This is an optimization exercise on Yosys and OpenROAD, whose aim is small area, not a production implementation. Function was checked by simulation only, so behaviour that the tests miss may differ from the original. Power is estimated from default activity; no workload was simulated.

run 1:
// bf_top
module bf_top #(
   parameter int TABLE_DEPTH  = 1024,
   parameter int EPOCH_CYCLES = 2032,
   parameter int SCRUB_BATCH  = 6
) (
   input  logic                    clk,
   input  logic                    rst,
   input  logic                    req_valid,
   input  bf_ctrl_pkg::req_kind_t  req_kind,
   input  bf_word_pkg::sram_addr_t req_hash0,
   input  bf_word_pkg::sram_addr_t req_hash1,
   output logic                    req_ready,
   output logic                    sram_rd_req,
   output bf_word_pkg::sram_addr_t sram_rd_addr,
   input  bf_word_pkg::sram_word_t sram_rd_data,
   input  logic                    sram_rd_vld,
   output logic                    sram_wr_req,
   output bf_word_pkg::sram_addr_t sram_wr_addr,
   output bf_word_pkg::sram_word_t sram_wr_data
);
clock: 10.0 ns
lec_check: 0
cap_margin: 20
core_margin: 2
core_utilization: 70
gpl_timing_driven: 0
slew_margin: 20
standard.sh (not shown) runs the stock make flow with config.mk's settings and CLKGATE_MAP_FILE= SYNTH_SCRIPT=/design/flow/synth_recipe.tcl, a recipe that flattens the netlist after the stock synthesis.
==> flow/flow/run.sh <==
#!/bin/bash
# Own layout flow: the standard layout (standard.sh, all steps), with
# three changes:
#  - synthesis runs the standard flow's own script (synth_recipe.tcl) unchanged except that
#    ABC maps the logic with an area-oriented script (flow/abc_area.script)
#    in place of ORFS's speed script; the registers are mapped as before;
#  - the port buffers that global placement inserts use the smallest buffer,
#    sky130_fd_sc_hd__buf_1 (ORFS variable BUFFER_PORTS_ARGS);
#  - clock tree synthesis inserts no dummy loads, uses clkbuf_8 and clusters
#    of at most 16 sinks within 50 um (ORFS variable CTS_ARGS).
# make's full output goes to standard.log here; ORFS's per-step logs are in
# orfs/logs/.
set -euo pipefail
here=$(pwd)
{
  cat <<'TCL'
# synth_recipe.tcl with ABC's -script replaced by $::env(MY_ABC_SCRIPT)
proc abc {args} {
  set i [lsearch -exact $args -script]
  if { $i >= 0 } {
    set args [lreplace $args $i [expr {$i + 1}] -script $::env(MY_ABC_SCRIPT)]
  }
  yosys abc {*}$args
}
TCL
  cat "$here/synth_recipe.tcl"
} > "$here/my_synth.tcl"
export MY_ABC_SCRIPT="$here/flow/abc_area.script"
export BUFFER_PORTS_ARGS="-buffer_cell sky130_fd_sc_hd__buf_1"
export CTS_ARGS="-sink_clustering_enable -repair_clock_nets -dont_use_dummy_load -buf_list sky130_fd_sc_hd__clkbuf_8 -sink_clustering_size 16 -sink_clustering_max_diameter 50"
bash standard.sh "SYNTH_SCRIPT=$here/my_synth.tcl" finish > standard.log 2>&1
==> flow/flow/abc_area.script <==
strash
&get -n
&deepsyn -T 60
&put
dch -f
map -a
strash
dch -f
map -a
topo
Setup changes, run 1 to run 2
# run 1
export LEC_CHECK = 0
export CAP_MARGIN = 20
export CORE_MARGIN = 2
export CORE_UTILIZATION = 70
export GPL_TIMING_DRIVEN = 0
export SLEW_MARGIN = 20
create_clock -name core_clock -period 10.0 [get_ports {clk}]
# run 2
export LEC_CHECK = 0
export CAP_MARGIN = 5
export CORE_MARGIN = 2
export CORE_UTILIZATION = 70
export SLEW_MARGIN = 5
create_clock -name core_clock -period 10.0 [get_ports {clk}]
Findings:
For run 1, the first element of the critical path was u_engine.state[0], unlike run 2, where it was pend[2]. Side by side, routed wire length turned out lower in run 2 than in run 1. Delta(area share of buffers outside the clock network, run 2 - run 1) < 0. Run 2: clock skew 0.011 ns below run 1. Run 2 vs. run 1: multi-input gate share of the layout cell area went up by 0.45 points. Delta (run 2 minus run 1): weighted congestion reported at the end of routability-driven placement shrank by 1.1%; post-route clock period utilization shrank by 5.8 points; final setup slack of the worst path grew by 0.58 ns.
The following lists how run 3 was set up differently from run 2:
# run 2
export LEC_CHECK = 0
export CAP_MARGIN = 5
export CORE_MARGIN = 2
export CORE_UTILIZATION = 70
export SLEW_MARGIN = 5
create_clock -name core_clock -period 10.0 [get_ports {clk}]
# run 3
export LEC_CHECK = 0
export CAP_MARGIN = 20
export CORE_MARGIN = 2
export CORE_UTILIZATION = 70
export SLEW_MARGIN = 20
create_clock -name core_clock -period 10.0 [get_ports {clk}]
-- flow/flow/run.sh --
<<< run 2, line 30
export CTS_ARGS="-sink_clustering_enable -repair_clock_nets -dont_use_dummy_load -buf_list sky130_fd_sc_hd__clkbuf_8 -sink_clustering_size 16 -sink_clustering_max_diameter 50"
>>> run 3, line 30
export CTS_ARGS="-sink_clustering_enable -repair_clock_nets -dont_use_dummy_load -buf_list sky130_fd_sc_hd__clkbuf_4 -sink_clustering_size 8 -sink_clustering_max_diameter 35"
==> run notes <==
As far as clock-pin transition on the worst setup and hold timing paths is concerned, run 2 and run 3 perform about the same. Any difference in part of the power in combinational logic between run 3 and run 2 is small enough to ignore. On height of the die, run 3 tracks run 2 almost exactly. Re final hold slack: run 3 and run 2 aren't equal, and the lower value belongs to run 3. When run 3 is set beside run 2, its H-tree depth turns out to be 1 larger. Against run 2 as the reference, run 3 delivers a higher switching share of power. Going from run 2 to run 3, final critical path time including I/O delays and setup lower; share of the core filled with cells picked up an extra 0.41 points.
Inputs modified between run 3 and run 4:
-- flow/flow/run.sh --
<<< run 3, line 30
export CTS_ARGS="-sink_clustering_enable -repair_clock_nets -dont_use_dummy_load -buf_list sky130_fd_sc_hd__clkbuf_4 -sink_clustering_size 8 -sink_clustering_max_diameter 35"
>>> run 4, line 30
export CTS_ARGS="-sink_clustering_enable -repair_clock_nets -dont_use_dummy_load -buf_list {sky130_fd_sc_hd__clkbuf_4 sky130_fd_sc_hd__clkbuf_8} -sink_clustering_size 12 -sink_clustering_max_diameter 45"
Results
Diff run 3 -> run 4 | number of global-route vias before repair | down slightly
Sort run 4 and run 3 by first-pass GRT wire length, descending, and run 4 comes first.
Number of filler instances in the final layout came out lower on run 4 than on run 3.
Run 4 vs. run 3: via density per instance rose 0.022; routed wire length now larger.
Run 4 — latest clock arrival within the worst-skew pair 0.13 ns lower, run 3 as reference
Compared with run 3, clock tree buffer count of the final layout in run 4 decreased by more than a quarter.
NOTE: final worst-path setup slack in run 4 exceeds that of run 3
Lower switching portion of total power was reported by run 4, not run 3.

what the ideal ports hide:
The results above use ideal ports. As a check the final layouts listed here were re-extracted and re-timed, cells and wires unchanged.
Step 1, drivers: a clkbuf_16 drives clk and a buf_2 each remaining input, both assumed.
Step 2 times the ports against the registers' clock, not the clock port: input delays grow and output delays shrink by t, the midpoint of the rising clock arrivals with the driver on.
a / b / c = ideal ports / drivers / drivers and shift; a / b = the first two.
run	shift t [ns]	setup WS [ns]	worst setup path after step 2	pins driven straight from the clock port
run 1	0.629	2.884 / 2.835 / 2.969	register to register	1
run 2	0.629	3.466 / 3.466 / 3.466	register to register	1
run 3	0.773	3.745 / 3.745 / 3.745	register to register	1
run 4	0.659	3.787 / 3.787 / 3.787	register to register	1
After both steps every run listed still meets setup and hold.
